From an optimization exercise on the open Yosys and OpenROAD flow, aimed at small area, a short achievable clock period and few clock cycles per item; shortcuts taken in it are not production practice.
In this exercise RTL edits were held to simulation tests only and were not proved equivalent to the original.

==> flow/flow/run.sh <==
#!/bin/bash
set -uo pipefail
bash standard.sh "BUFFER_PORTS_ARGS=-buffer_cell sky130_fd_sc_hd__buf_1" SETUP_SLACK_MARGIN=102.5 finish > standard.log 2>&1
==> flow/standard.sh <==
#!/bin/bash
# synth_recipe.tcl (not shown) runs the flow's synth.tcl, then flattens the netlist and writes it again
# the make line also repeats each setting of config.mk as NAME=value (left out here)
make -C /OpenROAD-flow-scripts/flow DESIGN_CONFIG=/design/flow/config.mk WORK_HOME=/design/flow/orfs CLKGATE_MAP_FILE= SYNTH_SCRIPT=/design/flow/synth_recipe.tcl "${@:-finish}"
==> flow/config.mk <==
export PLATFORM = sky130hd
export DESIGN_NAME = md_unit
export DESIGN_NICKNAME = md_unit
export VERILOG_FILES = /design/flow/design.v
export SDC_FILE = /design/flow/constraint.sdc
export NUM_CORES = 4
export LEC_CHECK = 0
export ABC_AREA = 1
export CAP_MARGIN = 20
export CORE_MARGIN = 2
export CORE_UTILIZATION = 52
export SLEW_MARGIN = 20
==> flow/constraint.sdc <==
create_clock -name core_clock -period 130.0 [get_ports {clk}]
set_input_delay 26.0000 -clock core_clock [delete_from_list [all_inputs] [get_ports {clk}]]
set_output_delay 26.0000 -clock core_clock [all_outputs]
set_load 0.01 [all_outputs]
==> flow/design.v <==
package mdu_pkg;
  localparam int CNT_W = 4;
  localparam int MULT_CYCLES_DEF = 5;
  localparam int DIV_CYCLES_DEF = 10;
  localparam logic [3:0] MD_NOP   = 4'd0;
  localparam logic [3:0] MD_MULT  = 4'd1;
  localparam logic [3:0] MD_MULTU = 4'd2;
  localparam logic [3:0] MD_DIV   = 4'd3;
  localparam logic [3:0] MD_DIVU  = 4'd4;
  localparam logic [3:0] MD_MTHI  = 4'd5;
  localparam logic [3:0] MD_MTLO  = 4'd6;
  localparam logic [3:0] MD_MADD  = 4'd7;
  localparam logic [3:0] MD_MADDU = 4'd8;
  localparam logic [3:0] MD_MSUB  = 4'd9;
  localparam logic [3:0] MD_MSUBU = 4'd10;
endpackage
  function automatic logic is_madd_op(input logic [3:0] op);
    is_madd_op = 1'b0;
  endfunction
  function automatic logic is_mul_op(input logic [3:0] op);
    is_mul_op = op == mdu_pkg::MD_MULT || op == mdu_pkg::MD_MULTU || is_madd_op(op);
  endfunction
  function automatic logic is_div_op(input logic [3:0] op);
    is_div_op = op == mdu_pkg::MD_DIV || op == mdu_pkg::MD_DIVU;
  endfunction
  function automatic logic is_signed_op(input logic [3:0] op);
    is_signed_op = op == mdu_pkg::MD_MULT || op == mdu_pkg::MD_DIV ||
                   op == mdu_pkg::MD_MADD || op == mdu_pkg::MD_MSUB;
  endfunction
module md_row (
  input  logic [32:0] a,
  input  logic [34:0] b,
  input  logic        cin,
  input  logic        div,
  input  logic        msel,
  output logic [34:0] o,
  output logic        sel
);
  localparam int W = 35;
  logic [W-1:0] aa, p0, g, p, c;
  logic [W-1:0] s;
  always_comb begin
    aa = {a[32], a[32], a};
    p0 = aa ^ b;
    g = aa & b;
    g[0] = g[0] | (p0[0] & cin);
    p = p0;
    g = g | (p & (g << 1) & 35'h2AAAAAAAA);
    p = p & ((p << 1) | ~35'h2AAAAAAAA);
    g = g | (p & (g << 2) & 35'h088888888);
    p = p & ((p << 2) | ~35'h088888888);
    g = g | (p & (g << 4) & 35'h080808080);
    p = p & ((p << 4) | ~35'h080808080);
    g = g | (p & (g << 8) & 35'h080008000);
    p = p & ((p << 8) | ~35'h080008000);
    g = g | (p & (g << 16) & 35'h080000000);
    p = p & ((p << 16) | ~35'h080000000);
    g = g | (p & (g << 8) & 35'h000800000);
    g = g | (p & (g << 4) & 35'h008080800);
    g = g | (p & (g << 2) & 35'h222222220);
    g = g | (p & (g << 1) & 35'h555555554);
    c = {g[W-2:0], cin};
    s = p0 ^ c;
  end
  assign sel = div ? ~s[34] : msel;
  assign o = sel ? s : {a[32], a[32], a};
endmodule
module md_lzc (
  input  logic [31:0] v,
  output logic [5:0]  n
);
  logic [15:0] z1;  logic [15:0] c1;
  logic [7:0]  z2;  logic [15:0] c2;
  logic [3:0]  z3;  logic [11:0] c3;
  logic [1:0]  z4;  logic [7:0]  c4;
  logic        z5;  logic [4:0]  c5;
  for (genvar g = 0; g < 16; g++) begin : g_l1
    assign z1[g] = ~v[2*g+1] & ~v[2*g];
    assign c1[g] = ~v[2*g+1];
  end
  for (genvar g = 0; g < 8; g++) begin : g_l2
    assign z2[g] = z1[2*g+1] & z1[2*g];
    assign c2[2*g+1:2*g] = z1[2*g+1] ? {1'b1, c1[2*g]} : {1'b0, c1[2*g+1]};
  end
  for (genvar g = 0; g < 4; g++) begin : g_l3
    assign z3[g] = z2[2*g+1] & z2[2*g];
    assign c3[3*g+2:3*g] = z2[2*g+1] ? {1'b1, c2[4*g+1:4*g]} : {1'b0, c2[4*g+3:4*g+2]};
  end
  for (genvar g = 0; g < 2; g++) begin : g_l4
    assign z4[g] = z3[2*g+1] & z3[2*g];
    assign c4[4*g+3:4*g] = z3[2*g+1] ? {1'b1, c3[6*g+2:6*g]} : {1'b0, c3[6*g+5:6*g+3]};
  end
  assign z5 = z4[1] & z4[0];
  assign c5 = z4[1] ? {1'b1, c4[3:0]} : {1'b0, c4[7:4]};
  assign n = z5 ? 6'd32 : {1'b0, c5};
endmodule
module md_cneg (
  input  logic [31:0] v,
  input  logic        s,
  output logic [31:0] o
);
  logic [31:0] p;          
  always_comb begin
    p = v;
    p = p | ((p << 1) & 32'hAAAAAAAA);
    p = p | ((p << 2) & 32'h88888888);
    p = p | ((p << 4) & 32'h80808080);
    p = p | ((p << 8) & 32'h80008000);
    p = p | ((p << 16) & 32'h80000000);
    p = p | ((p << 8) & 32'h00800000);
    p = p | ((p << 4) & 32'h08080800);
    p = p | ((p << 2) & 32'h22222220);
    p = p | ((p << 1) & 32'h55555554);
  end
  assign o = v ^ ({p[30:0], 1'b0} & {32{s}});
endmodule
module md_cneg_r (
  input  logic [31:0] v,
  input  logic        s,
  output logic [31:0] o
);
  logic [31:0] p;          
  always_comb begin
    p[0] = 1'b0;
    for (int i = 1; i < 32; i++) begin
      p[i] = p[i-1] | (s & v[i-1]);
    end
  end
  assign o = v ^ p;
endmodule
module md_unit (
  input  logic        clk,
  input  logic        reset_n,
  input  logic        start,
  input  logic [3:0]  op,
  input  logic [31:0] a,
  input  logic [31:0] b,
  output logic        busy,
  output logic [31:0] hi,
  output logic [31:0] lo
);
  function automatic logic is_madd_op(input logic [3:0] op);
    is_madd_op = 1'b0;
  endfunction
  function automatic logic is_mul_op(input logic [3:0] op);
    is_mul_op = op == mdu_pkg::MD_MULT || op == mdu_pkg::MD_MULTU || is_madd_op(op);
  endfunction
  function automatic logic is_div_op(input logic [3:0] op);
    is_div_op = op == mdu_pkg::MD_DIV || op == mdu_pkg::MD_DIVU;
  endfunction
  function automatic logic is_signed_op(input logic [3:0] op);
    is_signed_op = op == mdu_pkg::MD_MULT || op == mdu_pkg::MD_DIV ||
                   op == mdu_pkg::MD_MADD || op == mdu_pkg::MD_MSUB;
  endfunction
  localparam int K = 4;             
  localparam int NC = 32 / K;       
  localparam int NM = 16 / K;       
  localparam logic [1:0] S_MUL = 2'd0, S_DIV = 2'd1, S_MC = 2'd3;
  logic [1:0]  st;
  logic        first;
  logic [3:0]  cnt;
  logic [32:0] x;       
  logic [31:0] areg;    
  logic        hx;
  logic        bprev;
  logic        sg;
  logic        mcorr;
  logic        dcin;
  logic        qneg, rneg;
  logic        sgn_in;
  assign sgn_in = is_signed_op(op);
  logic        is_div, dfirst;
  assign is_div = st == S_DIV;
  assign dfirst = is_div && first;
  logic [31:0] cn_a;
  md_cneg u_cna (.v(areg), .s(na), .o(cn_a));
  logic        na, nd, dz;
  logic [31:0] n_abs;
  logic [5:0]  lzn, lzd;
  logic [6:0]  steps;         
  logic        q0;
  logic [3:0]  dcyc;          
  logic [63:0] al_d;
  assign na = sg & areg[31];
  assign nd = ~dcin;
  assign dz = dcin && x[31:0] == 32'hFFFF_FFFF;
  assign n_abs = cn_a;
  logic [5:0] lzn_raw;
  md_lzc u_lzn (.v(areg ^ {32{na}}), .n(lzn_raw));
  assign lzn = lzn_raw - {5'd0, na};
  md_lzc u_lzd (.v(~x[31:0]), .n(lzd));
  assign steps = {1'b0, lzd} - {1'b0, lzn} + 7'd1;
  assign q0 = steps[6] || steps == 7'd0;
  assign dcyc = (steps > 7'd32) ? 4'(NC) :
                (steps <= 7'(K) && (na | nd)) ? 4'd2 : 4'((steps + 7'(K - 1)) / K);
  logic [2:0] dsh;       
  assign dsh = 3'(4'(NC) - dcyc);
  logic [31:0] rot1, rot2, rot3, dmask;
  assign rot1 = dsh[0] ? {n_abs[27:0], n_abs[31:28]} : n_abs;
  assign rot2 = dsh[1] ? {rot1[23:0], rot1[31:24]} : rot1;
  assign rot3 = dsh[2] ? {rot2[15:0], rot2[31:16]} : rot2;
  assign dmask = ~(32'hFFFF_FFFF << {dsh, 2'b00});
  assign al_d = {rot3 & dmask, rot3 & ~dmask};
  logic [31:0] lo_e;      
  logic [32:0] bsrc;
  logic [32:0] ra [0:K];
  logic [34:0] ro [0:K-1];
  logic [K-1:0] rsel;
  logic        rcin;
  assign lo_e = dfirst ? al_d[31:0] : lo;
  assign bsrc = x;
  assign rcin = dcin;
  assign ra[0] = dfirst ? {al_d[63:32], al_d[31]} : (is_div ? {hi, lo[31]} : {hx, hi});
  for (genvar i = 0; i < K; i++) begin : g_row
    logic b2, b1, b0;
    logic neg, two, nz;
    logic [34:0] rb;
    assign b2 = lo[2*i+1];
    assign b1 = lo[2*i];
    if (i == 0) begin : g_p0
      assign b0 = bprev;
    end else begin : g_pi
      assign b0 = lo[2*i-1];
    end
    always_comb begin
      if (is_div) begin
        neg = 1'b0; two = 1'b0; nz = 1'b0;
      end else if (st == S_MC) begin
        neg = 1'b0; two = 1'b0; nz = (i == 0);
      end else begin
        neg = b2 & ~(b1 & b0);
        two = (b2 & ~b1 & ~b0) | (~b2 & b1 & b0);
        nz  = ~((b2 & b1 & b0) | (~b2 & ~b1 & ~b0));
      end
    end
    assign rb = (two ? {bsrc[32], bsrc, 1'b0} : {bsrc[32], bsrc[32], bsrc}) ^ {35{neg}};
    md_row u_row (
      .a(ra[i]), .b(rb), .cin(is_div ? rcin : neg), .div(is_div), .msel(nz), .o(ro[i]),
      .sel(rsel[i])
    );
    if (i < K - 1) begin : g_next
      assign ra[i+1] = is_div ? {ro[i][31:0], lo_e[30-i]} : ro[i][34:2];
    end else begin : g_end
      assign ra[i+1] = is_div ? {1'b0, ro[i][31:0]} : ro[i][34:2];
    end
  end
  logic [K-1:0]   qbits;
  logic [2*K-1:0] pbits;
  for (genvar i = 0; i < K; i++) begin : g_bits
    assign qbits[K-1-i] = rsel[i];
    assign pbits[2*i+1:2*i] = ro[i][1:0];
  end
  logic [32:0] acc_o;
  logic [31:0] lo_mul, lo_div, rem_o, quo_o;
  logic        dlast;
  assign acc_o  = ra[K];
  assign lo_mul = {pbits, lo[31:2*K]};
  assign lo_div = {lo_e[31-K:0], qbits};
  assign dlast = !first && cnt == 4'(NC - 1);
  md_cneg_r u_cnr (.v(ra[K][31:0]), .s(dlast & rneg), .o(rem_o));
  md_cneg_r u_cnq (.v(lo_div), .s(dlast & qneg), .o(quo_o));
  logic [31:0] mrest_mask, mrest;
  logic        mdone;
  logic [63:0] al_m;
  assign mrest_mask = 32'hFFFF_FFFF >> (6'((cnt + 4'd1) * 2 * K));
  assign mrest = lo_mul & mrest_mask;
  assign mdone = lo[2*K-1] ? (mrest == mrest_mask) : (mrest == 32'd0);
  logic [1:0]  msh;       
  logic [95:0] um, ums;
  assign msh = mdone ? 2'd3 - cnt[1:0] : 2'd0;
  assign um = {{31{acc_o[32]}}, acc_o, lo_mul};
  assign ums = um >> {msh, 3'b000};
  assign al_m = ums[63:0];
  logic acc_go;
  assign acc_go = start && !busy;
  always_ff @(posedge clk) begin
    areg <= a;
  end
  always_ff @(posedge clk) begin
    if (acc_go) begin
      if (is_mul_op(op)) begin
        x     <= {sgn_in & a[31], a};
        mcorr <= !sgn_in & b[31];
        hx    <= 1'b0;
        bprev <= 1'b0;
      end else if (is_div_op(op)) begin
        x     <= {1'b1, b ^ {32{~(sgn_in & b[31])}}};
        dcin  <= ~(sgn_in & b[31]);
        sg    <= sgn_in;
      end
    end else if (busy) begin
      if (dfirst) begin
        qneg  <= na ^ nd;
        rneg  <= na;
      end else if (st == S_MUL) begin
        hx    <= acc_o[32];
        bprev <= lo[2*K-1];
      end
    end
  end
  always_ff @(posedge clk or negedge reset_n) begin
    if (!reset_n) begin
      hi    <= '0;
      lo    <= '0;
      busy  <= 1'b0;
      st    <= S_MUL;
      first <= 1'b0;
      cnt   <= 4'd0;
    end else if (!busy) begin
      if (start) begin
        if (is_mul_op(op)) begin
          hi   <= '0;
          lo   <= b;
          busy <= 1'b1;
          st   <= S_MUL;
          cnt  <= 4'd0;
        end else if (is_div_op(op)) begin
          busy  <= 1'b1;
          st    <= S_DIV;
          first <= 1'b1;
        end else if (op == mdu_pkg::MD_MTHI) begin
          hi <= a;
        end else if (op == mdu_pkg::MD_MTLO) begin
          lo <= a;
        end
      end
    end else begin
      case (st)
        S_MUL: begin
          cnt <= cnt + 4'd1;
          {hi, lo} <= al_m;
          if (mdone) begin
            if (mcorr) st <= S_MC;
            else busy <= 1'b0;
          end
        end
        S_MC: begin
          hi   <= ro[0][31:0];
          st   <= S_MUL;
          busy <= 1'b0;
        end
        S_DIV: begin
          first <= 1'b0;
          if (dfirst && dz) begin
            busy <= 1'b0;
          end else if (dfirst && q0) begin
            hi   <= areg;
            lo   <= '0;
            busy <= 1'b0;
          end else begin
            hi  <= rem_o;
            lo  <= quo_o;
            cnt <= dfirst ? 4'(NC + 1) - dcyc : cnt + 4'd1;
            if (dfirst ? dcyc == 4'd1 : cnt == 4'(NC - 1)) busy <= 1'b0;
          end
        end
        default: ;
      endcase
    end
  end
endmodule
==> results of run 1 <==
==> logic make-up after synthesis <==
logic type                 count (synthesis)
DFF                                      144
muxes                                      4
xor gates and xnor gates                 313
adders and majority gates                224
and+or+nand+nor                         1782
AOI/OAI and AO/OA                       1000
buffers and inverters                    700
==> through the flow <==
| stage | area, um2 | setup slack (ps) | utilization |
|---|---|---|---|
| finish | 27930 | 102550 | 0.5578 |
| global route | 27910 | 102420 | 0.5575 |
| CTS | 27720 | 102490 | 0.5537 |
| detailed placement | 27110 | 101190 | 0.5414 |
| global placement | 27110 | 101170 | 0.5414 |
| floorplan | 26420 | 102470 | - |
==> layout by cell type, fill, tap and decap left out, types with 11 or more instances in the layout <==
| cell | n |
|---|---|
| sky130_fd_sc_hd__a211oi_1 | 20 |
| sky130_fd_sc_hd__a21o_1 | 28 |
| sky130_fd_sc_hd__a21oi_1 | 160 |
| sky130_fd_sc_hd__a221oi_1 | 32 |
| sky130_fd_sc_hd__a22oi_1 | 11 |
| sky130_fd_sc_hd__a31oi_1 | 38 |
| sky130_fd_sc_hd__buf_1 | 133 |
| sky130_fd_sc_hd__buf_4 | 46 |
| sky130_fd_sc_hd__clkbuf_16 | 18 |
| sky130_fd_sc_hd__dfrtp_1 | 71 |
| sky130_fd_sc_hd__dfxtp_1 | 32 |
| sky130_fd_sc_hd__edfxtp_1 | 40 |
| sky130_fd_sc_hd__fa_1 | 73 |
| sky130_fd_sc_hd__ha_1 | 151 |
| sky130_fd_sc_hd__inv_1 | 444 |
| sky130_fd_sc_hd__inv_2 | 18 |
| sky130_fd_sc_hd__nand2_1 | 1033 |
| sky130_fd_sc_hd__nand2_2 | 41 |
| sky130_fd_sc_hd__nand3_1 | 277 |
| sky130_fd_sc_hd__nand3_2 | 43 |
| sky130_fd_sc_hd__nand4_1 | 45 |
| sky130_fd_sc_hd__nor2_1 | 195 |
| sky130_fd_sc_hd__nor2_2 | 26 |
| sky130_fd_sc_hd__nor2_4 | 12 |
| sky130_fd_sc_hd__nor3_1 | 25 |
| sky130_fd_sc_hd__nor4_1 | 14 |
| sky130_fd_sc_hd__o211ai_1 | 34 |
| sky130_fd_sc_hd__o21a_1 | 11 |
| sky130_fd_sc_hd__o21ai_0 | 464 |
| sky130_fd_sc_hd__o21ai_1 | 61 |
| sky130_fd_sc_hd__o221ai_1 | 11 |
| sky130_fd_sc_hd__o22ai_1 | 66 |
| sky130_fd_sc_hd__or2_2 | 38 |
| sky130_fd_sc_hd__xnor2_1 | 40 |
| sky130_fd_sc_hd__xor2_1 | 273 |
==> state kept, by name, summed over array words and instances, names as in the netlist <==
name   flops
areg      32
bprev      1
busy       1
cnt        4
dcin       1
first      1
hi        32
hx         1
lo        32
mcorr      1
qneg       1
rneg       1
sg         1
st         2
x         33
==> synth_stat cells (42+ instances only) <==
| cell | instances | area (um2) |
|---|---|---|
| sky130_fd_sc_hd__clkbuf_1 | 129 | 484.2 |
| sky130_fd_sc_hd__o22ai_1 | 66 | 412.9 |
| sky130_fd_sc_hd__o21ai_1 | 61 | 305.3 |
| sky130_fd_sc_hd__inv_1 | 446 | 1674 |
| sky130_fd_sc_hd__nand3_1 | 278 | 1391 |
| sky130_fd_sc_hd__o21ai_0 | 464 | 2322 |
| sky130_fd_sc_hd__xor2_1 | 273 | 2391 |
| sky130_fd_sc_hd__fa_1 | 73 | 1461 |
| sky130_fd_sc_hd__ha_1 | 151 | 1889 |
| sky130_fd_sc_hd__nand3_2 | 42 | 420.4 |
| sky130_fd_sc_hd__nand4_1 | 45 | 281.5 |
| sky130_fd_sc_hd__nor2_1 | 204 | 765.7 |
| sky130_fd_sc_hd__nand2_1 | 1039 | 3900 |
| sky130_fd_sc_hd__a21oi_1 | 160 | 800.8 |
| sky130_fd_sc_hd__dfrtp_1 | 72 | 1802 |
==> area by class of cell <==
type                            count  area [um2]
Fill cell                        5086       22140
Multi-Input combinational cell   3325       20040
Sequential cell                   144        3645
Inverter                          474        1798
Timing Repair Buffer              192        1047
Tap cell                          672       840.8
Clock buffer                       18       429.2
Clock inverter                     14       110.1
Antenna cell                        6       15.01
Timing Repair inverter              1       7.507
==> worst min-delay path, stage by stage, from the launching register on <==
cell	delay, ps
sky130_fd_sc_hd__dfrtp_1	400
sky130_fd_sc_hd__nand2_1	70
sky130_fd_sc_hd__nand2_1	60
==> layer usage <==
layer / up-vias / track usage / share of wire
met5: - / 0 / 0.00081
met4: 16 / 0.3916 / 0.098
met3: 550 / 0.1376 / 0.13
met2: 2285 / 0.7232 / 0.40
met1: 14434 / 0.6304 / 0.37
li1: 13890 / - / -
==> repair_timing <==
| action | CTS | global route |
|---|---|---|
| setup buffers | 2 | 9 |
| resized for setup | 9 | 10 |
| endpoints found under the setup margin | 93 | 92 |
| cloned | 2 | 3 |
| pin swaps | 1 | 4 |
==> final timing paths <==
kind | startpoint | end | slack, ps | depth (start not counted)
setup / recovery | op[1] | lo[17] | 102550 | 13
hold / removal | cnt[3] | cnt[3] | 560 | 2
setup reg to reg | x[13] | hi[8] | 103360 | 111
hold reg to reg | cnt[3] | cnt[3] | 560 | 2
max in group asynchronous | reset_n | busy | 103440 | 2
min in group asynchronous | reset_n | cnt[0] | 25840 | 2
==> summary.json, run 1 <==
{
  "run_status": {"value": "timing/DRC/antenna clean"},
  "finish.net_count": {"value": 4450},
  "timing.critical_path.buf_inv": {"value": 4},
  "clock_tree.buffer_depth": {"value": 2},
  "count_of_flip_flops_with_a_built_in_enable_after_synthesis": {"value": 40},
  "crit_path_end_kind": {"value": "register"},
  "critical_path.slowest_cell": {"value": "sky130_fd_sc_hd__clkbuf_16"},
  "ios": {"value": 136},
  "fin_worst_skew": {"value": 9.624, "unit": "ps"},
  "min_period_over_period": {"value": 0.2111},
  "ctsHtreeMaxLevel": {"value": 4},
  "ys_types": {"value": 78},
  "timing.fmax": {"value": 36.43, "unit": "MHz"},
  "crit_chain": {"value": "buf_1, nor2_1, nor2_2, nand2_4, nand2_8, clkinvlp_4, o21ai_0, nand4_1, clkbuf_16, inv_1, nand3_1, a21oi_1, a21oi_1"},
  "numPortBuffers": {"value": 135},
  "wire_length_of_the_first_global_routing_pass": {"value": 193200, "unit": "um"},
  "syn-instance-count": {"value": 4167},
  "yosys.area_share.adder": {"value": 0.1271},
  "hold_slack": {"value": 556.7, "unit": "ps"},
  "detail_route.iter0.violations": {"value": 4866},
  "post_synth_design_cell_area": {"value": 26370, "unit": "um2"},
  "worstSkewPairLatency": {"value": 430, "unit": "ps"},
  "antenna_left": {"value": 0},
  "die_w": {"value": 229.2, "unit": "um"},
  "grt_antenna_before_repair": {"value": 14},
  "syn_avg_cell_area": {"value": 6.329, "unit": "um2"},
  "postSynth.asyncResetShare": {"value": 0.5000},
  "gp_congestion": {"value": 1.152},
  "tritoncts_clock_tree": {"value": "yes"},
  "clk_pin_slew": {"value": 70, "unit": "ps"},
  "grt_setup_unrepaired": {"value": "false"},
  "root_buffer": {"value": "sky130_fd_sc_hd__clkbuf_16"},
  "placedCellCount": {"value": 4790},
  "worstSetupStartpointType": {"value": "primary input"},
  "synth_seq_area_share": {"value": 0.1382},
  "wl_per_cell": {"value": 27.97, "unit": "um"},
  "yosys_warnings": {"value": 7},
  "num_rows": {"value": 82},
  "max_stage_delay": {"value": 260, "unit": "ps"},
  "synth_simple_gate_area_share": {"value": 0.3015},
  "yosys-mux-area-fraction": {"value": 0.001518},
  "postCtsHoldBufs": {"value": 0},
  "cts-buffers-inserted": {"value": 17},
  "worst_path_dominant_cell_family": {"value": "simple AND/OR/NAND/NOR gates"},
  "detailroute.via_count": {"value": 31175},
  "final.min_clock_period": {"value": 27450, "unit": "ps"},
  "die_h": {"value": 229.2, "unit": "um"},
  "ys.flop_type": {"value": "sky130_fd_sc_hd__dfrtp_1"},
  "yosys_register_bits": {"value": 144},
  "wirelength": {"value": 135600, "unit": "um"},
  "report.final.setup_viol": {"value": 0},
  "track_usage": {"value": 0.5013},
  "worst_path_most_repeated_cell": {"value": "sky130_fd_sc_hd__a21oi_1"},
  "grt_pass1_vias": {"value": 28299},
  "cts_sinks": {"value": 144},
  "timing.final.max_slew_violations": {"value": 0},
  "main_combinational_cell_family_by_area_after_synthesis": {"value": "simple AND/OR/NAND/NOR gates"},
  "mapped_nets": {"value": 4462},
  "crit_path_max_fanout": {"value": 16},
  "fin_setup_tns": {"value": 0, "unit": "ps"},
  "hold_path.class": {"value": "reg2reg"},
  "detailed_place_hpwl": {"value": 108700, "unit": "um"},
  "area_growth_syn_to_layout": {"value": 5.907, "unit": "%"},
  "maxCapViolations": {"value": 0},
  "design.die.area": {"value": 52530, "unit": "um2"},
  "path_class": {"value": "in2reg"},
  "drcViolationCount": {"value": 0},
  "fp.coreArea": {"value": 50070, "unit": "um2"},
  "worst_slew_margin_rel": {"value": 0.2429},
  "synth_compound_area_frac": {"value": 0.2203},
  "critPathRequiredTime": {"value": 130290, "unit": "ps"},
  "drive_gt1_frac": {"value": 0.07486},
  "final-hold-violation-count": {"value": 0},
  "tightest_slew": {"value": 1124, "unit": "ps"},
  "final_cells": {"value": 4846},
  "number_of_detailed_route_iterations_in_the_first_pass": {"value": 7},
  "start_util": {"value": 0.5267},
  "route.detailed.vias_per_inst": {"value": 6.433},
  "synth_xor_area_frac": {"value": 0.1040},
  "grt_start_max_net_pins": {"value": 191},
  "gr-total-overflow": {"value": 0},
  "critPathArrivalTime": {"value": 27740, "unit": "ps"}
}
Testbench counts, summed over its fixed seeds: cycles 278,486, ops 80,000.
==> run 2: changes to the inputs <==
--- a/flow/config.mk
+++ b/flow/config.mk
@@ -8,5 +8,5 @@
 export ABC_AREA = 1
 export CAP_MARGIN = 20
 export CORE_MARGIN = 2
-export CORE_UTILIZATION = 52
+export CORE_UTILIZATION = 40
 export SLEW_MARGIN = 20
==> summary.json, run 2 <==
{
  "ys_types": {"value": 78, "change": "unchanged"},
  "min_period_over_period": {"value": 0.2110, "change": "about the same"},
  "hold_path_startpoint": {"value": "cnt[3]"},
  "start_util": {"value": 0.4026, "change": "-0.1242"},
  "grt_util_met3": {"value": 0.05818, "change": "-0.07940"},
  "run_status": {"value": "timing/DRC/antenna clean"},
  "preCtsSetupSlack": {"value": 101440, "unit": "ps", "change": "+252.0 ps"},
  "crit_chain": {"value": "buf_1"},
  "worst_slew_margin_rel": {"value": 0.1499, "change": "-0.09300"},
  "startpoint_of_the_most_critical_register_to_register_path": {"value": "x[29]"},
  "worstSkewPairLatency": {"value": 470, "unit": "ps", "change": "+40 ps"},
  "wirelength": {"value": 147900, "unit": "um", "change": "+9.1%"},
  "final.min_clock_period": {"value": 27430, "unit": "ps", "change": "-18.00 ps"},
  "final_core_utilization": {"value": 0.4332, "change": "-0.1246"},
  "synthTopCellsByArea": {"value": "sky130_fd_sc_hd__nand2_1, sky130_fd_sc_hd__xor2_1, sky130_fd_sc_hd__o21ai_0"},
  "post-synth-top-count-cell": {"value": "sky130_fd_sc_hd__nand2_1"},
  "timing.final.max_slew_violations": {"value": 0, "change": "unchanged"},
  "syn_avg_cell_area": {"value": 6.329, "unit": "um2", "change": "unchanged"},
  "cts-buffers-inserted": {"value": 17, "change": "unchanged"},
  "synth_seq_area_share": {"value": 0.1382, "change": "unchanged"},
  "die_w": {"value": 260.8, "unit": "um", "change": "+14%"},
  "drcViolationCount": {"value": 0, "change": "unchanged"},
  "max_stage_delay": {"value": 740, "unit": "ps", "change": "+480 ps"},
  "ys.flop_type": {"value": "sky130_fd_sc_hd__dfrtp_1"},
  "worstSetupStartpointType": {"value": "register"},
  "tritoncts_clock_tree": {"value": "yes"},
  "grt_antenna_before_repair": {"value": 6, "change": "-8"},
  "wire_length_of_the_first_global_routing_pass": {"value": 204100, "unit": "um", "change": "+5.6%"},
  "timing.fmax": {"value": 36.46, "unit": "MHz", "change": "about the same"},
  "finish.net_count": {"value": 4465, "change": "+0.34%"},
  "placedCellCount": {"value": 4993, "change": "+4.2%"},
  "postSynth.asyncResetShare": {"value": 0.5000, "change": "unchanged"},
  "worst-r2r-cell-count": {"value": 111, "change": "unchanged"},
  "report.final.setup_viol": {"value": 0, "change": "unchanged"},
  "worst_path_dominant_cell_family": {"value": "flip-flops"},
  "layout.cells.most_common": {"value": "sky130_fd_sc_hd__nand2_1"},
  "wl_per_cell": {"value": 29.27, "unit": "um", "change": "+4.6%"},
  "maxCapViolations": {"value": 0, "change": "unchanged"},
  "detailroute.via_count": {"value": 30592, "change": "-1.9%"},
  "root_buffer": {"value": "sky130_fd_sc_hd__clkbuf_16"},
  "numPortBuffers": {"value": 135, "change": "unchanged"},
  "hold_path.class": {"value": "reg2reg"},
  "detailed_place_hpwl": {"value": 119600, "unit": "um", "change": "+10%"},
  "number_of_detailed_route_iterations_in_the_first_pass": {"value": 6, "change": "-1"},
  "timing.critical_path.buf_inv": {"value": 1, "change": "-3"},
  "layer_carrying_the_most_global_route_usage": {"value": "met2"},
  "largest_reg_flops": {"value": 33, "change": "unchanged"},
  "yosys_warnings": {"value": 7, "change": "unchanged"},
  "fp.coreArea": {"value": 65510, "unit": "um2", "change": "+31%"},
  "design.die.area": {"value": 68000, "unit": "um2", "change": "+29%"},
  "largest_register": {"value": "x"},
  "synth_common_cells": {"value": "sky130_fd_sc_hd__nand2_1, sky130_fd_sc_hd__o21ai_0, sky130_fd_sc_hd__inv_1"},
  "clock_tree.buffer_depth": {"value": 2, "change": "unchanged"},
  "post_synth_design_cell_area": {"value": 26370, "unit": "um2", "change": "unchanged"},
  "hold_slack": {"value": 555.7, "unit": "ps", "change": "-1.071 ps"},
  "critical_path.slowest_cell": {"value": "sky130_fd_sc_hd__dfrtp_1"},
  "fin_setup_tns": {"value": 0, "unit": "ps", "change": "unchanged"},
  "detailed_place.area": {"value": 27440, "unit": "um2", "change": "+1.2%"},
  "grt_setup_unrepaired": {"value": "false"},
  "fin_ws": {"value": 102570, "unit": "ps", "change": "+18.00 ps"},
  "grt_use_met2": {"value": 0.6546, "change": "-0.06862"},
  "cts_sinks": {"value": 144, "change": "unchanged"},
  "area_growth_syn_to_layout": {"value": 7.610, "unit": "%"},
  "post-synth-top-area-cell": {"value": "sky130_fd_sc_hd__nand2_1"},
  "clk_pin_slew": {"value": 70, "unit": "ps", "change": "about the same"},
  "synth_top_area_share": {"value": 0.1479, "change": "unchanged"},
  "num_rows": {"value": 94, "change": "+15%"},
  "ctsHtreeMaxLevel": {"value": 4, "change": "unchanged"},
  "fillCellCount": {"value": 7251, "change": "+43%"},
  "track_usage": {"value": 0.4220, "change": "-0.07934"},
  "critPathRequiredTime": {"value": 104000, "unit": "ps", "change": "-26,290 ps"},
  "die_h": {"value": 260.8, "unit": "um", "change": "+14%"},
  "gr-total-overflow": {"value": 0, "change": "unchanged"},
  "path_class": {"value": "reg2out"},
  "hold_path_depth": {"value": 2, "change": "unchanged"},
  "mostFrequentLayoutCells": {"value": "sky130_fd_sc_hd__nand2_1, sky130_fd_sc_hd__o21ai_0, sky130_fd_sc_hd__inv_1, sky130_fd_sc_hd__nand3_1, sky130_fd_sc_hd__xor2_1"},
  "count_of_flip_flops_with_a_built_in_enable_after_synthesis": {"value": 40, "change": "unchanged"},
  "regToRegEndpoint": {"value": "hi[24]"},
  "yosys_register_bits": {"value": 144, "change": "unchanged"},
  "route.detailed.vias_per_inst": {"value": 6.055, "change": "-5.9%"},
  "crit_path_max_fanout": {"value": 4, "change": "-12"},
  "fin_worst_skew": {"value": 16.69, "unit": "ps", "change": "+7.071 ps"},
  "globalRouteMet1Util": {"value": 0.5556, "change": "-0.07479"},
  "final_cells": {"value": 5052, "change": "+4.3%"},
  "syn-instance-count": {"value": 4167, "change": "unchanged"},
  "final-hold-violation-count": {"value": 0, "change": "unchanged"},
  "drive_gt1_frac": {"value": 0.07865, "change": "+0.003796"},
  "detail_route.iter0.violations": {"value": 4144, "change": "-15%"},
  "mapped_nets": {"value": 4462, "change": "unchanged"},
  "r2r_slack": {"value": 103950, "unit": "ps", "change": "+590 ps"},
  "whs_endpoint": {"value": "cnt[3]"},
  "gp_congestion": {"value": 1.038, "change": "-9.9%"},
  "crit_path_end_kind": {"value": "output port"},
  "stdcell_area": {"value": 28380, "unit": "um2", "change": "+1.6%"},
  "ios": {"value": 136, "change": "unchanged"},
  "grt_start_max_net_pins": {"value": 134, "change": "-30%"},
  "critPathArrivalTime": {"value": 1430, "unit": "ps", "change": "-26,310 ps"},
  "grt_pass1_vias": {"value": 28028, "change": "-0.96%"},
  "tightest_slew": {"value": 1268, "unit": "ps", "change": "+143.7 ps"},
  "antenna_left": {"value": 0, "change": "unchanged"}
}
[run 2: layout make-up]
cell class	instances	area (um2)	area share
Antenna cell	5	12.51	0.0004409
Inverter	474	1803	0.06353
Tap cell	864	1081	0.03809
Timing Repair Buffer	206	1150	0.04052
Clock inverter	15	190.2	0.006702
Multi-Input combinational cell	3327	20070	0.7073
Clock buffer	17	425.4	0.01499
Sequential cell	144	3645	0.1284
[run 2: what timing repair did]
item | in CTS | in global routing
gates resized for setup | 10 | 14
gates cloned | 1 | 5
hold buffers | 0 | 0
setup buffers | 2 | 13
endpoints found under the setup margin | 66 | 107
pin swaps | 1 | 5
[run 2: worst min-delay path: cells and delay by family (launching register included)]
family	cells	cell delay, ps
DFF	1	390
and+or+nand+nor	2	130
[run 2: how the worst max path moves through the flow]
stage,from,endpoint,cells past startpoint
detailed placement,op[0],hi[0],11
finish,hi[8],hi[8],1
CTS,op[0],x[2],7
global route,op[0],hi[0],11
global placement,op[0],hi[29],11
floorplan,op[3],hi[30],11
[run 2: per-layer routing]
layer  vias up  part of all wire
met5         -          0.000095
met4         2             0.070
met3       325             0.090
met2      1786              0.43
met1     14574              0.41
li1      13905                 -
[run 2: cells by family (layout without fill, tap and decap cells)]
logic type | Yosys count | in the layout | share of synthesized area
AO/OA/AOI/OAI | 1000 | 1000 | 0.2203
XOR/XNOR | 313 | 313 | 0.1040
adder cells (fa/ha/maj) | 224 | 224 | 0.1271
buffers and inverters | 700 | 712 | 0.1075
flip-flops | 144 | 144 | 0.1382
multiplexers | 4 | 4 | 0.001518
other | 0 | 5 | 0
AND/OR/NAND/NOR | 1782 | 1786 | 0.3015
==> run 3: changes to the inputs <==
--- a/flow/design.v
+++ b/flow/design.v
@@ -191,8 +191,7 @@
   md_lzc u_lzd (.v(~x[31:0]), .n(lzd));
   assign steps = {1'b0, lzd} - {1'b0, lzn} + 7'd1;
   assign q0 = steps[6] || steps == 7'd0;
-  assign dcyc = (steps > 7'd32) ? 4'(NC) :
-                (steps <= 7'(K) && (na | nd)) ? 4'd2 : 4'((steps + 7'(K - 1)) / K);
+  assign dcyc = (steps > 7'd32) ? 4'(NC) : 4'((steps + 7'(K - 1)) / K);
   logic [2:0] dsh;       
   assign dsh = 3'(4'(NC) - dcyc);
   logic [31:0] rot1, rot2, rot3, dmask;
@@ -256,9 +255,12 @@
   assign acc_o  = ra[K];
   assign lo_mul = {pbits, lo[31:2*K]};
   assign lo_div = {lo_e[31-K:0], qbits};
-  assign dlast = !first && cnt == 4'(NC - 1);
-  md_cneg_r u_cnr (.v(ra[K][31:0]), .s(dlast & rneg), .o(rem_o));
-  md_cneg_r u_cnq (.v(lo_div), .s(dlast & qneg), .o(quo_o));
+  logic        srem, squo;
+  assign dlast = first ? dcyc == 4'd1 : cnt == 4'(NC - 1);
+  assign srem  = dlast & (first ? na : rneg);
+  assign squo  = dlast & (first ? na ^ nd : qneg);
+  md_cneg_r u_cnr (.v(ra[K][31:0]), .s(srem), .o(rem_o));
+  md_cneg_r u_cnq (.v(lo_div), .s(squo), .o(quo_o));
   logic [31:0] mrest_mask, mrest;
   logic        mdone;
   logic [63:0] al_m;
@@ -351,7 +353,7 @@
             hi  <= rem_o;
             lo  <= quo_o;
             cnt <= dfirst ? 4'(NC + 1) - dcyc : cnt + 4'd1;
-            if (dfirst ? dcyc == 4'd1 : cnt == 4'(NC - 1)) busy <= 1'b0;
+            if (dlast) busy <= 1'b0;
           end
         end
         default: ;
==> summary.json, run 3 <==
{
  "run_status": {"value": "timing/DRC/antenna clean"},
  "ys.flop_type": {"value": "sky130_fd_sc_hd__dfrtp_1"},
  "synthTopCellsByArea": {"value": "sky130_fd_sc_hd__nand2_1, sky130_fd_sc_hd__xor2_1, sky130_fd_sc_hd__o21ai_0"},
  "numPortBuffers": {"value": 135, "change": "unchanged"},
  "wl_per_cell": {"value": 27.90, "unit": "um", "change": "-4.7%"},
  "number_of_detailed_route_iterations_in_the_first_pass": {"value": 6, "change": "unchanged"},
  "placedCellCount": {"value": 4987, "change": "-0.12%"},
  "hold_path.class": {"value": "reg2reg"},
  "synth_seq_area_share": {"value": 0.1368, "change": "-0.001382"},
  "drive_gt1_frac": {"value": 0.09375, "change": "+0.01510"},
  "gp_congestion": {"value": 1.061, "change": "+2.2%"},
  "grt_setup_unrepaired": {"value": "true"},
  "cts_sinks": {"value": 144, "change": "unchanged"},
  "start_util": {"value": 0.4044, "change": "+0.001890"},
  "largest_reg_flops": {"value": 33, "change": "unchanged"},
  "ys_types": {"value": 74, "change": "-5.1%"},
  "maxCapViolations": {"value": 0, "change": "unchanged"},
  "timing.final.max_slew_violations": {"value": 0, "change": "unchanged"},
  "tightest_slew": {"value": 1242, "unit": "ps", "change": "-25.31 ps"},
  "clock_tree.buffer_depth": {"value": 2, "change": "unchanged"},
  "hold_slack": {"value": 533.6, "unit": "ps", "change": "-22.03 ps"},
  "path_class": {"value": "in2reg"},
  "design.die.area": {"value": 68680, "unit": "um2", "change": "+1.0%"},
  "layout.cells.most_common": {"value": "sky130_fd_sc_hd__nand2_1"},
  "drcViolationCount": {"value": 0, "change": "unchanged"},
  "finish.net_count": {"value": 4473, "change": "+0.18%"},
  "report.final.setup_viol": {"value": 0, "change": "unchanged"},
  "clk_pin_slew": {"value": 70, "unit": "ps", "change": "about the same"},
  "postCtsHoldBufs": {"value": 0, "change": "unchanged"},
  "track_usage": {"value": 0.4022, "change": "-0.01977"},
  "critPathArrivalTime": {"value": 27860, "unit": "ps", "change": "+26,430 ps"},
  "worst_path_most_repeated_cell": {"value": "sky130_fd_sc_hd__nand2_4"},
  "startpoint_of_the_most_critical_register_to_register_path": {"value": "areg[31]"},
  "final_core_utilization": {"value": 0.4362, "change": "+0.003036"},
  "stdcell_area": {"value": 28730, "unit": "um2", "change": "+1.2%"},
  "worst-r2r-cell-count": {"value": 125, "change": "+13%"},
  "die_h": {"value": 262.1, "unit": "um", "change": "+0.50%"},
  "num_rows": {"value": 94, "change": "unchanged"},
  "detailed_place_hpwl": {"value": 112700, "unit": "um", "change": "-5.8%"},
  "mostFrequentLayoutCells": {"value": "sky130_fd_sc_hd__nand2_1, sky130_fd_sc_hd__o21ai_0, sky130_fd_sc_hd__inv_1, sky130_fd_sc_hd__xor2_1, sky130_fd_sc_hd__nand3_1"},
  "fin_worst_skew": {"value": 11.86, "unit": "ps", "change": "-4.834 ps"},
  "timing.fmax": {"value": 36.30, "unit": "MHz", "change": "-0.44%"},
  "detailroute.via_count": {"value": 30414, "change": "-0.58%"},
  "max_stage_delay": {"value": 320, "unit": "ps", "change": "-420 ps"},
  "worst_path_dominant_cell_family": {"value": "buffers and inverters"},
  "tritoncts_clock_tree": {"value": "yes"},
  "ctsHtreeMaxLevel": {"value": 4, "change": "unchanged"},
  "synth_top_area_share": {"value": 0.1436, "change": "-0.004298"},
  "crit_path_max_fanout": {"value": 6, "change": "+2"},
  "ios": {"value": 136, "change": "unchanged"},
  "area_growth_syn_to_layout": {"value": 7.858, "unit": "%"},
  "critical_path.slowest_cell": {"value": "sky130_fd_sc_hd__a221oi_4"},
  "crit_chain": {"value": "buf_8, nor2_4, inv_2, nor2_4, nand2_4, nand2_4, clkinvlp_4, a221oi_4, nand2_4, buf_6, buf_12, buf_12, a21oi_1, a21oi_1"},
  "synth_common_cells": {"value": "sky130_fd_sc_hd__nand2_1, sky130_fd_sc_hd__o21ai_0, sky130_fd_sc_hd__inv_1"},
  "final_cells": {"value": 5056, "change": "+0.079%"},
  "hold_path_startpoint": {"value": "mcorr"},
  "final-hold-violation-count": {"value": 0, "change": "unchanged"},
  "grt_start_max_net_pins": {"value": 140, "change": "+4.5%"},
  "crit_start": {"value": "op[3]"},
  "antenna_left": {"value": 0, "change": "unchanged"},
  "syn_avg_cell_area": {"value": 6.386, "unit": "um2", "change": "+0.91%"},
  "syn-instance-count": {"value": 4171, "change": "+0.096%"},
  "worstSetupStartpointType": {"value": "primary input"},
  "hold_path_depth": {"value": 2, "change": "unchanged"},
  "wire_length_of_the_first_global_routing_pass": {"value": 197800, "unit": "um", "change": "-3.1%"},
  "cts-buffers-inserted": {"value": 17, "change": "unchanged"},
  "postSynth.asyncResetShare": {"value": 0.5000, "change": "unchanged"},
  "fin_setup_tns": {"value": 0, "unit": "ps", "change": "unchanged"},
  "largest_register": {"value": "x"},
  "path_depth": {"value": 14, "change": "+13"},
  "crit_path_end_kind": {"value": "register"},
  "final.min_clock_period": {"value": 27550, "unit": "ps", "change": "+122.0 ps"},
  "detail_route.iter0.violations": {"value": 3863, "change": "-6.8%"},
  "post_synth_design_cell_area": {"value": 26640, "unit": "um2", "change": "+1.0%"},
  "post-synth-top-area-cell": {"value": "sky130_fd_sc_hd__nand2_1"},
  "timing.critical_path.buf_inv": {"value": 6, "change": "+5"},
  "preCtsSetupSlack": {"value": 101390, "unit": "ps", "change": "-50.00 ps"},
  "wirelength": {"value": 141100, "unit": "um", "change": "-4.6%"},
  "route.detailed.vias_per_inst": {"value": 6.015, "change": "-0.66%"},
  "worstSkewPairLatency": {"value": 440, "unit": "ps", "change": "-30 ps"},
  "diodes": {"value": 0, "change": "-5"},
  "post-synth-top-count-cell": {"value": "sky130_fd_sc_hd__nand2_1"},
  "root_buffer": {"value": "sky130_fd_sc_hd__clkbuf_16"},
  "worst_slew_margin_rel": {"value": 0.1649, "change": "+0.01508"},
  "count_of_flip_flops_with_a_built_in_enable_after_synthesis": {"value": 40, "change": "unchanged"},
  "critPathRequiredTime": {"value": 130310, "unit": "ps", "change": "+26,310 ps"},
  "fin_ws": {"value": 102450, "unit": "ps", "change": "-122.0 ps"},
  "gr-total-overflow": {"value": 0, "change": "unchanged"},
  "yosys_warnings": {"value": 7, "change": "unchanged"},
  "mapped_nets": {"value": 4465, "change": "+0.067%"},
  "grt_antenna_before_repair": {"value": 6, "change": "unchanged"},
  "fp.coreArea": {"value": 65860, "unit": "um2", "change": "+0.54%"},
  "yosys_register_bits": {"value": 144, "change": "unchanged"},
  "die_w": {"value": 262.1, "unit": "um", "change": "+0.50%"},
  "min_period_over_period": {"value": 0.2119, "change": "+0.0009385"},
  "grt_pass1_vias": {"value": 27882, "change": "-0.52%"},
  "detailed_place.area": {"value": 27470, "unit": "um2", "change": "+0.11%"}
}
run 3: worst paths after layout:
kind / slack, ps / endpoint
max in group asynchronous: 103350 / busy
worst min-delay path: 530 / busy
worst max register to register: 104090 / hi[15]
min in group asynchronous: 25430 / lo[21]
worst min register to register: 530 / busy
worst max-delay path: 102450 / hi[8]
run 3: kinds of logic after synthesis:
logic type               synth area share
AND/OR/NAND/NOR                    0.3016
AO/OA/AOI/OAI                      0.2223
buffers and inverters              0.1114
XOR/XNOR                          0.09962
adder cells (fa/ha/maj)            0.1253
flip-flops                         0.1368
multiplexers                     0.003006
run 3: timing repair:
item	in CTS	in global routing
setup endpoints to repair	125	115
pin swaps	7	10
setup buffers	18	9
resized for setup	27	47
gates cloned	4	6
run 3: final cells by class:
class | count | area [um2]
multi-input combinational | 3337 | 20290
inverter | 460 | 1774
timing repair buffer | 218 | 1369
clock inverter | 12 | 107.6
sequential | 144 | 3645
fill | 7275 | 37130
clock buffer | 20 | 457.9
timing repair inverter | 1 | 5.005
tap | 864 | 1081
run 3: worst min-delay path, cell delays in order, from the launching register on:
cell and delay, ps:
sky130_fd_sc_hd__edfxtp_1 350, sky130_fd_sc_hd__o21ai_0 80, sky130_fd_sc_hd__o21ai_0 60
run 3: layer usage:
layer,up-vias,GRT usage,share of wire
met5,-,0,0.00016
met4,4,0.2761,0.084
met3,395,0.07002,0.10
met2,1803,0.5984,0.41
met1,14283,0.5296,0.40
li1,13929,-,-
Testbench counts of run 3, summed over its fixed seeds: cycles 276,448, ops 80,000.
==> run 4: changes to the inputs <==
--- a/flow/design.v
+++ b/flow/design.v
@@ -185,9 +185,7 @@
   assign nd = ~dcin;
   assign dz = dcin && x[31:0] == 32'hFFFF_FFFF;
   assign n_abs = cn_a;
-  logic [5:0] lzn_raw;
-  md_lzc u_lzn (.v(areg ^ {32{na}}), .n(lzn_raw));
-  assign lzn = lzn_raw - {5'd0, na};
+  md_lzc u_lzn (.v(n_abs), .n(lzn));
   md_lzc u_lzd (.v(~x[31:0]), .n(lzd));
   assign steps = {1'b0, lzd} - {1'b0, lzn} + 7'd1;
   assign q0 = steps[6] || steps == 7'd0;
==> summary.json, run 4 <==
{
  "run_status": {"value": "timing/DRC/antenna clean"},
  "gr-total-overflow": {"value": 0, "change": "unchanged"},
  "detailroute.via_count": {"value": 30818, "change": "+1.3%"},
  "stdcell_area": {"value": 28360, "unit": "um2", "change": "-1.3%"},
  "maxCapViolations": {"value": 0, "change": "unchanged"},
  "cts_sinks": {"value": 144, "change": "unchanged"},
  "wire_length_of_the_first_global_routing_pass": {"value": 194200, "unit": "um", "change": "-1.8%"},
  "largest_register": {"value": "x"},
  "ctsHtreeMaxLevel": {"value": 4, "change": "unchanged"},
  "yosys_register_bits": {"value": 144, "change": "unchanged"},
  "fin_worst_skew": {"value": 11.60, "unit": "ps", "change": "-0.2594 ps"},
  "postSynth.asyncResetShare": {"value": 0.5000, "change": "unchanged"},
  "synth_simple_gate_area_share": {"value": 0.3178, "change": "+0.01623"},
  "cts-buffers-inserted": {"value": 17, "change": "unchanged"},
  "synth_seq_area_share": {"value": 0.1383, "change": "+0.001566"},
  "area_growth_syn_to_layout": {"value": 7.668, "unit": "%"},
  "count_of_flip_flops_with_a_built_in_enable_after_synthesis": {"value": 40, "change": "unchanged"},
  "design.die.area": {"value": 67910, "unit": "um2", "change": "-1.1%"},
  "tightest_slew": {"value": 1146, "unit": "ps", "change": "-96.44 ps"},
  "finish.net_count": {"value": 4548, "change": "+1.7%"},
  "crit_start": {"value": "lo[7]"},
  "clock_tree.buffer_depth": {"value": 2, "change": "unchanged"},
  "syn_avg_cell_area": {"value": 6.178, "unit": "um2", "change": "-3.3%"},
  "hold_path_startpoint": {"value": "cnt[3]"},
  "number_of_detailed_route_iterations_in_the_first_pass": {"value": 7, "change": "+1"},
  "die_w": {"value": 260.6, "unit": "um", "change": "-0.56%"},
  "fin_ws": {"value": 102500, "unit": "ps", "change": "+48.00 ps"},
  "grt_start_max_net_pins": {"value": 74, "change": "-47%"},
  "tritoncts_clock_tree": {"value": "yes"},
  "worst_path_dominant_cell_family": {"value": "flip-flops"},
  "detailed_place_hpwl": {"value": 110400, "unit": "um", "change": "-2.0%"},
  "preCtsSetupSlack": {"value": 101240, "unit": "ps", "change": "-154.0 ps"},
  "yosys_warnings": {"value": 7, "change": "unchanged"},
  "critical_path.slowest_cell": {"value": "sky130_fd_sc_hd__dfrtp_1"},
  "synthTopCellsByArea": {"value": "sky130_fd_sc_hd__nand2_1, sky130_fd_sc_hd__o21ai_0, sky130_fd_sc_hd__xor2_1"},
  "main_combinational_cell_family_by_area_after_synthesis": {"value": "simple AND/OR/NAND/NOR gates"},
  "drive_gt1_frac": {"value": 0.07492, "change": "-0.01883"},
  "hold_path_depth": {"value": 2, "change": "unchanged"},
  "grt_setup_unrepaired": {"value": "false"},
  "crit_path_max_fanout": {"value": 6, "change": "unchanged"},
  "timing.final.max_slew_violations": {"value": 0, "change": "unchanged"},
  "timing.fmax": {"value": 36.36, "unit": "MHz", "change": "+0.17%"},
  "fin_setup_tns": {"value": 0, "unit": "ps", "change": "unchanged"},
  "detail_route.iter0.violations": {"value": 4120, "change": "+6.7%"},
  "mostFrequentLayoutCells": {"value": "sky130_fd_sc_hd__nand2_1, sky130_fd_sc_hd__o21ai_0, sky130_fd_sc_hd__inv_1, sky130_fd_sc_hd__nand3_1, sky130_fd_sc_hd__nor2_1"},
  "crit_path_end_kind": {"value": "output port"},
  "yosys.area_share.adder": {"value": 0.1249, "change": "-0.0004655"},
  "wl_per_cell": {"value": 26.85, "unit": "um", "change": "-3.8%"},
  "track_usage": {"value": 0.3960, "change": "-0.006245"},
  "critPathArrivalTime": {"value": 1500, "unit": "ps", "change": "-26,360 ps"},
  "worst_slew_margin_rel": {"value": 0.2315, "change": "+0.06658"},
  "start_util": {"value": 0.4020, "change": "-0.002425"},
  "final.min_clock_period": {"value": 27500, "unit": "ps", "change": "-48.00 ps"},
  "antenna_left": {"value": 0, "change": "unchanged"},
  "startpoint_of_the_most_critical_register_to_register_path": {"value": "x[31]"},
  "hold_slack": {"value": 592.0, "unit": "ps", "change": "+58.33 ps"},
  "post-synth-top-area-cell": {"value": "sky130_fd_sc_hd__nand2_1"},
  "synth_top_area_share": {"value": 0.1625, "change": "+0.01889"},
  "fillCellCount": {"value": 7143, "change": "-1.8%"},
  "min_period_over_period": {"value": 0.2116, "change": "-0.0003692"},
  "layout.cells.most_common": {"value": "sky130_fd_sc_hd__nand2_1"},
  "ios": {"value": 136, "change": "unchanged"},
  "grt_antenna_before_repair": {"value": 5, "change": "-1"},
  "worst-r2r-cell-count": {"value": 108, "change": "-14%"},
  "report.final.setup_viol": {"value": 0, "change": "unchanged"},
  "max_stage_delay": {"value": 840, "unit": "ps", "change": "+520 ps"},
  "placedCellCount": {"value": 5077, "change": "+1.8%"},
  "crit_chain": {"value": "buf_1"},
  "path_depth": {"value": 1, "change": "-13"},
  "path_class": {"value": "reg2out"},
  "clk_pin_slew": {"value": 70, "unit": "ps", "change": "about the same"},
  "timing.critical_path.buf_inv": {"value": 1, "change": "-5"},
  "drcViolationCount": {"value": 0, "change": "unchanged"},
  "worstSetupStartpointType": {"value": "register"},
  "mapped_nets": {"value": 4553, "change": "+2.0%"},
  "num_rows": {"value": 94, "change": "unchanged"},
  "final-hold-violation-count": {"value": 0, "change": "unchanged"},
  "worstSkewPairLatency": {"value": 440, "unit": "ps", "change": "about the same"},
  "yosys-mux-area-fraction": {"value": 0.002280, "change": "-0.0007257"},
  "ys_types": {"value": 72, "change": "-2.7%"},
  "whs_endpoint": {"value": "cnt[3]"},
  "gp_congestion": {"value": 1.076, "change": "+1.4%"},
  "synth_common_cells": {"value": "sky130_fd_sc_hd__nand2_1, sky130_fd_sc_hd__o21ai_0, sky130_fd_sc_hd__inv_1"},
  "syn-instance-count": {"value": 4263, "change": "+2.2%"},
  "r2r_slack": {"value": 103950, "unit": "ps", "change": "-140 ps"},
  "synth_compound_area_frac": {"value": 0.2204, "change": "-0.001873"},
  "synth_xor_area_frac": {"value": 0.08547, "change": "-0.01416"},
  "critPathRequiredTime": {"value": 104000, "unit": "ps", "change": "-26,310 ps"},
  "regToRegEndpoint": {"value": "hi[15]"},
  "root_buffer": {"value": "sky130_fd_sc_hd__clkbuf_16"},
  "ys.flop_type": {"value": "sky130_fd_sc_hd__dfrtp_1"},
  "post-synth-top-count-cell": {"value": "sky130_fd_sc_hd__nand2_1"},
  "die_h": {"value": 260.6, "unit": "um", "change": "-0.56%"},
  "largest_reg_flops": {"value": 33, "change": "unchanged"},
  "wirelength": {"value": 137900, "unit": "um", "change": "-2.2%"},
  "grt_pass1_vias": {"value": 27497, "change": "-1.4%"},
  "fp.coreArea": {"value": 65510, "unit": "um2", "change": "-0.54%"},
  "route.detailed.vias_per_inst": {"value": 5.999, "change": "-0.27%"},
  "final_cells": {"value": 5137, "change": "+1.6%"},
  "numPortBuffers": {"value": 135, "change": "unchanged"},
  "post_synth_design_cell_area": {"value": 26340, "unit": "um2", "change": "-1.1%"},
  "detailed_place.area": {"value": 27250, "unit": "um2", "change": "-0.79%"},
  "hold_path.class": {"value": "reg2reg"}
}
run 4: cell count changes after synthesis, moves of 17 or more:
cell                       before   now
sky130_fd_sc_hd__nand3_1      250   303
sky130_fd_sc_hd__o21ai_0      456   498
sky130_fd_sc_hd__o211ai_1      27    44
sky130_fd_sc_hd__nand3_2       58    38
sky130_fd_sc_hd__xor2_1       261   225
sky130_fd_sc_hd__buf_6         20     3
sky130_fd_sc_hd__o21ai_1       73    52
sky130_fd_sc_hd__nand2_1     1019  1140
sky130_fd_sc_hd__inv_1        431   452
sky130_fd_sc_hd__clkbuf_1     111   130
run 4: layer usage:
layer  wire length [um]  up-vias  share of wire  GRT usage
met1              55050    14404           0.40     0.5242
met5                 29        -        0.00021          0
li1                   -    14177              -          -
met2              57240     1881           0.41     0.5883
met4              11080        4          0.080     0.2621
met3              14530      352           0.11    0.07129
run 4: cells by family (layout without fill, tap and decap cells):
kind of cell	Yosys count	count (layout)
xor gates and xnor gates	257	257
and+or+nand+nor	1912	1914
muxes	6	6
buffers and inverters	709	715
adders and majority gates	219	219
AOI/OAI and AO/OA	1016	1016
DFF	144	144
other	0	2
run 4: worst max path at each step:
| stage | end | slack (ps) |
|---|---|---|
| 2_1_floorplan | x[0] | 102500 |
| 3_3_place_gp | hi[3] | 101250 |
| 3_5_place_dp | hi[3] | 101240 |
| 4_1_cts | hi[3] | 102430 |
| 5_1_grt | hi[18] | 102460 |
| 6_report | lo[7] | 102500 |
run 4: stage by stage:
step	utilization
CTS	0.4283
global placement	0.4160
detailed placement	0.4160
global route	0.4328
finish	0.4328
floorplan	-
run 4: cell type report:
class | instances | area (um2) | area share
repair buffers | 209 | 1210 | 0.04267
diodes | 2 | 5.005 | 0.0001765
well taps | 864 | 1081 | 0.03812
clock buffers | 17 | 425.4 | 0.01500
repair inverters | 1 | 7.507 | 0.0002647
inverters | 473 | 1814 | 0.06398
clock inverters | 15 | 203.9 | 0.007192
multi-input cells | 3412 | 19960 | 0.7041
flip-flops and latches | 144 | 3645 | 0.1285
run 4: timing repair:
item | in CTS | in global routing
hold buffers | 0 | 0
endpoints found under the setup margin | 114 | 126
resized for setup | 19 | 30
cloned | 2 | 4
pin swaps | 2 | 7
setup buffers | 7 | 13
Testbench counts of run 4, summed over its fixed seeds: cycles 275,439, ops 80,000.
==> run 5: changes to the inputs <==
--- a/flow/design.v
+++ b/flow/design.v
@@ -160,7 +160,6 @@
   logic        first;
   logic [3:0]  cnt;
   logic [32:0] x;       
-  logic [31:0] areg;    
   logic        hx;
   logic        bprev;
   logic        sg;
@@ -173,17 +172,16 @@
   assign is_div = st == S_DIV;
   assign dfirst = is_div && first;
   logic [31:0] cn_a;
-  md_cneg u_cna (.v(areg), .s(na), .o(cn_a));
-  logic        na, nd, dz;
+  md_cneg u_cna (.v(lo), .s(na), .o(cn_a));
+  logic        na, nd;
   logic [31:0] n_abs;
   logic [5:0]  lzn, lzd;
   logic [6:0]  steps;         
   logic        q0;
   logic [3:0]  dcyc;          
   logic [63:0] al_d;
-  assign na = sg & areg[31];
+  assign na = sg & lo[31];
   assign nd = ~dcin;
-  assign dz = dcin && x[31:0] == 32'hFFFF_FFFF;
   assign n_abs = cn_a;
   md_lzc u_lzn (.v(n_abs), .n(lzn));
   md_lzc u_lzd (.v(~x[31:0]), .n(lzd));
@@ -274,9 +272,6 @@
   logic acc_go;
   assign acc_go = start && !busy;
   always_ff @(posedge clk) begin
-    areg <= a;
-  end
-  always_ff @(posedge clk) begin
     if (acc_go) begin
       if (is_mul_op(op)) begin
         x     <= {sgn_in & a[31], a};
@@ -315,9 +310,12 @@
           st   <= S_MUL;
           cnt  <= 4'd0;
         end else if (is_div_op(op)) begin
-          busy  <= 1'b1;
-          st    <= S_DIV;
-          first <= 1'b1;
+          if (b != 32'd0) begin
+            lo    <= a;
+            busy  <= 1'b1;
+            st    <= S_DIV;
+            first <= 1'b1;
+          end
         end else if (op == mdu_pkg::MD_MTHI) begin
           hi <= a;
         end else if (op == mdu_pkg::MD_MTLO) begin
@@ -341,10 +339,8 @@
         end
         S_DIV: begin
           first <= 1'b0;
-          if (dfirst && dz) begin
-            busy <= 1'b0;
-          end else if (dfirst && q0) begin
-            hi   <= areg;
+          if (dfirst && q0) begin
+            hi   <= lo;
             lo   <= '0;
             busy <= 1'b0;
           end else begin
--- a/flow/config.mk
+++ b/flow/config.mk
@@ -6,7 +6,7 @@
 export NUM_CORES = 4
 export LEC_CHECK = 0
 export ABC_AREA = 1
-export CAP_MARGIN = 20
+export CAP_MARGIN = 5
 export CORE_MARGIN = 2
 export CORE_UTILIZATION = 40
-export SLEW_MARGIN = 20
+export SLEW_MARGIN = 5
==> summary.json, run 5 <==
{
  "tightest_slew": {"value": 1353, "unit": "ps", "change": "+207.5 ps"},
  "critPathArrivalTime": {"value": 1520, "unit": "ps", "change": "+20 ps"},
  "num_rows": {"value": 92, "change": "-2.1%"},
  "number_of_detailed_route_iterations_in_the_first_pass": {"value": 7, "change": "unchanged"},
  "timing.critical_path.buf_inv": {"value": 1, "change": "unchanged"},
  "final-hold-violation-count": {"value": 0, "change": "unchanged"},
  "clk_pin_slew": {"value": 90, "unit": "ps", "change": "+20 ps"},
  "die_w": {"value": 257.0, "unit": "um", "change": "-1.4%"},
  "detail_route.iter0.violations": {"value": 4448, "change": "+8.0%"},
  "mostFrequentLayoutCells": {"value": "sky130_fd_sc_hd__nand2_1, sky130_fd_sc_hd__o21ai_0, sky130_fd_sc_hd__inv_1, sky130_fd_sc_hd__nand3_1, sky130_fd_sc_hd__xor2_1"},
  "ys_types": {"value": 73, "change": "+1.4%"},
  "ctsHtreeMaxLevel": {"value": 3, "change": "-1"},
  "path_depth": {"value": 1, "change": "unchanged"},
  "fp.coreArea": {"value": 63200, "unit": "um2", "change": "-3.5%"},
  "synthTopCellsByArea": {"value": "sky130_fd_sc_hd__nand2_1, sky130_fd_sc_hd__o21ai_0, sky130_fd_sc_hd__xor2_1"},
  "root_buffer": {"value": "sky130_fd_sc_hd__clkbuf_16"},
  "grt_antenna_before_repair": {"value": 5, "change": "unchanged"},
  "run_status": {"value": "timing/DRC/antenna clean"},
  "postSynth.asyncResetShare": {"value": 0.6429, "change": "+0.1429"},
  "syn-instance-count": {"value": 4171, "change": "-2.2%"},
  "crit_path_max_fanout": {"value": 10, "change": "+4"},
  "grt_start_max_net_pins": {"value": 85, "change": "+15%"},
  "wirelength": {"value": 135400, "unit": "um", "change": "-1.8%"},
  "worst-r2r-cell-count": {"value": 121, "change": "+12%"},
  "multiInputGateArea": {"value": 20260, "unit": "um2", "change": "+1.5%"},
  "ios": {"value": 136, "change": "unchanged"},
  "max_stage_delay": {"value": 910, "unit": "ps", "change": "+70 ps"},
  "cts_sinks": {"value": 112, "change": "-22%"},
  "wl_per_cell": {"value": 27.00, "unit": "um", "change": "+0.54%"},
  "clock_tree.buffer_depth": {"value": 2, "change": "unchanged"},
  "crit_path_end_kind": {"value": "output port"},
  "post-synth-top-area-cell": {"value": "sky130_fd_sc_hd__nand2_1"},
  "worst_slew_margin_rel": {"value": 0.09237, "change": "-0.1392"},
  "grt_setup_unrepaired": {"value": "true"},
  "report.final.setup_viol": {"value": 0, "change": "unchanged"},
  "critical_path.slowest_cell": {"value": "sky130_fd_sc_hd__dfrtp_1"},
  "post-synth-top-count-cell": {"value": "sky130_fd_sc_hd__nand2_1"},
  "route.detailed.vias_per_inst": {"value": 6.128, "change": "+2.2%"},
  "hold_path.class": {"value": "reg2reg"},
  "syn_avg_cell_area": {"value": 6.139, "unit": "um2", "change": "-0.63%"},
  "antenna_left": {"value": 0, "change": "unchanged"},
  "tritoncts_clock_tree": {"value": "yes"},
  "ys.flop_type": {"value": "sky130_fd_sc_hd__dfrtp_1"},
  "finish.net_count": {"value": 4451, "change": "-2.1%"},
  "numPortBuffers": {"value": 135, "change": "unchanged"},
  "crit_start": {"value": "lo[18]"}
}
## run 5: what timing repair did
item,4_1_cts,5_1_grt
resized for setup,31,66
buffers inserted,4,12
endpoints found under the setup margin,115,75
cloned,4,4
pin swaps,3,17
endpoints found under the hold margin,0,0
hold buffers,0,0
## run 5: path summary, 6_finish.rpt
path / end / slack [ps]
setup / recovery: lo[18] / 102480
hold / removal: busy / 530
setup reg to reg: hi[8] / 103980
hold reg to reg: busy / 530
max in group asynchronous: hi[4] / 103370
min in group asynchronous: st[0] / 25470
## run 5: cells by family (layout without fill, tap and decap cells)
logic type | after synthesis | after routing | share of synthesized area
buffers and inverters | 672 | 665 | 0.1065
AO/OA/AOI/OAI | 1034 | 1035 | 0.2326
multiplexers | 6 | 6 | 0.002346
adder cells (fa/ha/maj) | 219 | 219 | 0.1284
XOR/XNOR | 263 | 263 | 0.08996
flip-flops | 112 | 112 | 0.1173
AND/OR/NAND/NOR | 1865 | 1866 | 0.3229
other | 0 | 3 | 0
## run 5: layer usage
metal  GRT usage  part of all wire  up-vias
met1      0.5216              0.39    14389
met3      0.1030              0.13      431
li1            -                 -    13931
met2      0.5747              0.40     1979
met5           0           0.00017        -
met4      0.2481             0.079        4
## run 5: final cells by class
type | count | area share
Inverter | 430 | 0.06050
Sequential cell | 112 | 0.1087
Tap cell | 846 | 0.03831
Antenna cell | 3 | 0.0002717
Multi-Input combinational cell | 3389 | 0.7332
Timing Repair inverter | 2 | 0.0004981
Timing Repair Buffer | 217 | 0.04705
Clock inverter | 7 | 0.003306
Clock buffer | 9 | 0.008151
## run 5: stage by stage
step,setup WS (ps),hold slack [ps]
after floorplan,102500,473.4
after global placement,101510,514.8
after detailed placement,101430,521.2
after CTS,102490,539.0
after global routing,102470,555.1
final,102480,534.7
Testbench counts of run 5, summed over its fixed seeds: cycles 275,439, ops 80,000.

[static timing again, ports no longer ideal]
The flow's constraints put no driver on any port. The routed layouts listed below were extracted and timed again, unchanged, in two steps. Step 1 (the two cells are an assumption about what drives the block):
set clk [get_ports {clk}]
set_driving_cell -lib_cell sky130_fd_sc_hd__clkbuf_16 $clk
set_driving_cell -lib_cell sky130_fd_sc_hd__buf_2 [delete_from_list [all_inputs] $clk]
Step 2 moves the port delays by t, midway between the first and last clock arrival at a register: inputs arrive t later, outputs are due t later. That takes back most of the time a late clock gives input paths. Slacks: no drivers / after step 1 / after step 2; pairs: no drivers / after step 1.
run	t, ns	setup slack, ns	worst setup path at the end	worst data-port slew with drivers (ns)
run 1	0.472	102.553 / 102.558 / 102.107	input to register	0.06
run 2	0.514	102.571 / 102.514 / 102.153	input to register	0.04
run 3	0.480	102.449 / 102.458 / 101.978	input to register	0.05
run 4	0.486	102.497 / 102.449 / 102.108	input to register	0.05
run 5	0.427	102.477 / 102.431 / 102.109	input to register	0.08
After both steps setup and hold are still met in every run listed. The setup slack of run 3, which loses most, moves by +0.009 ns with the drivers and by -0.471 ns with both steps.
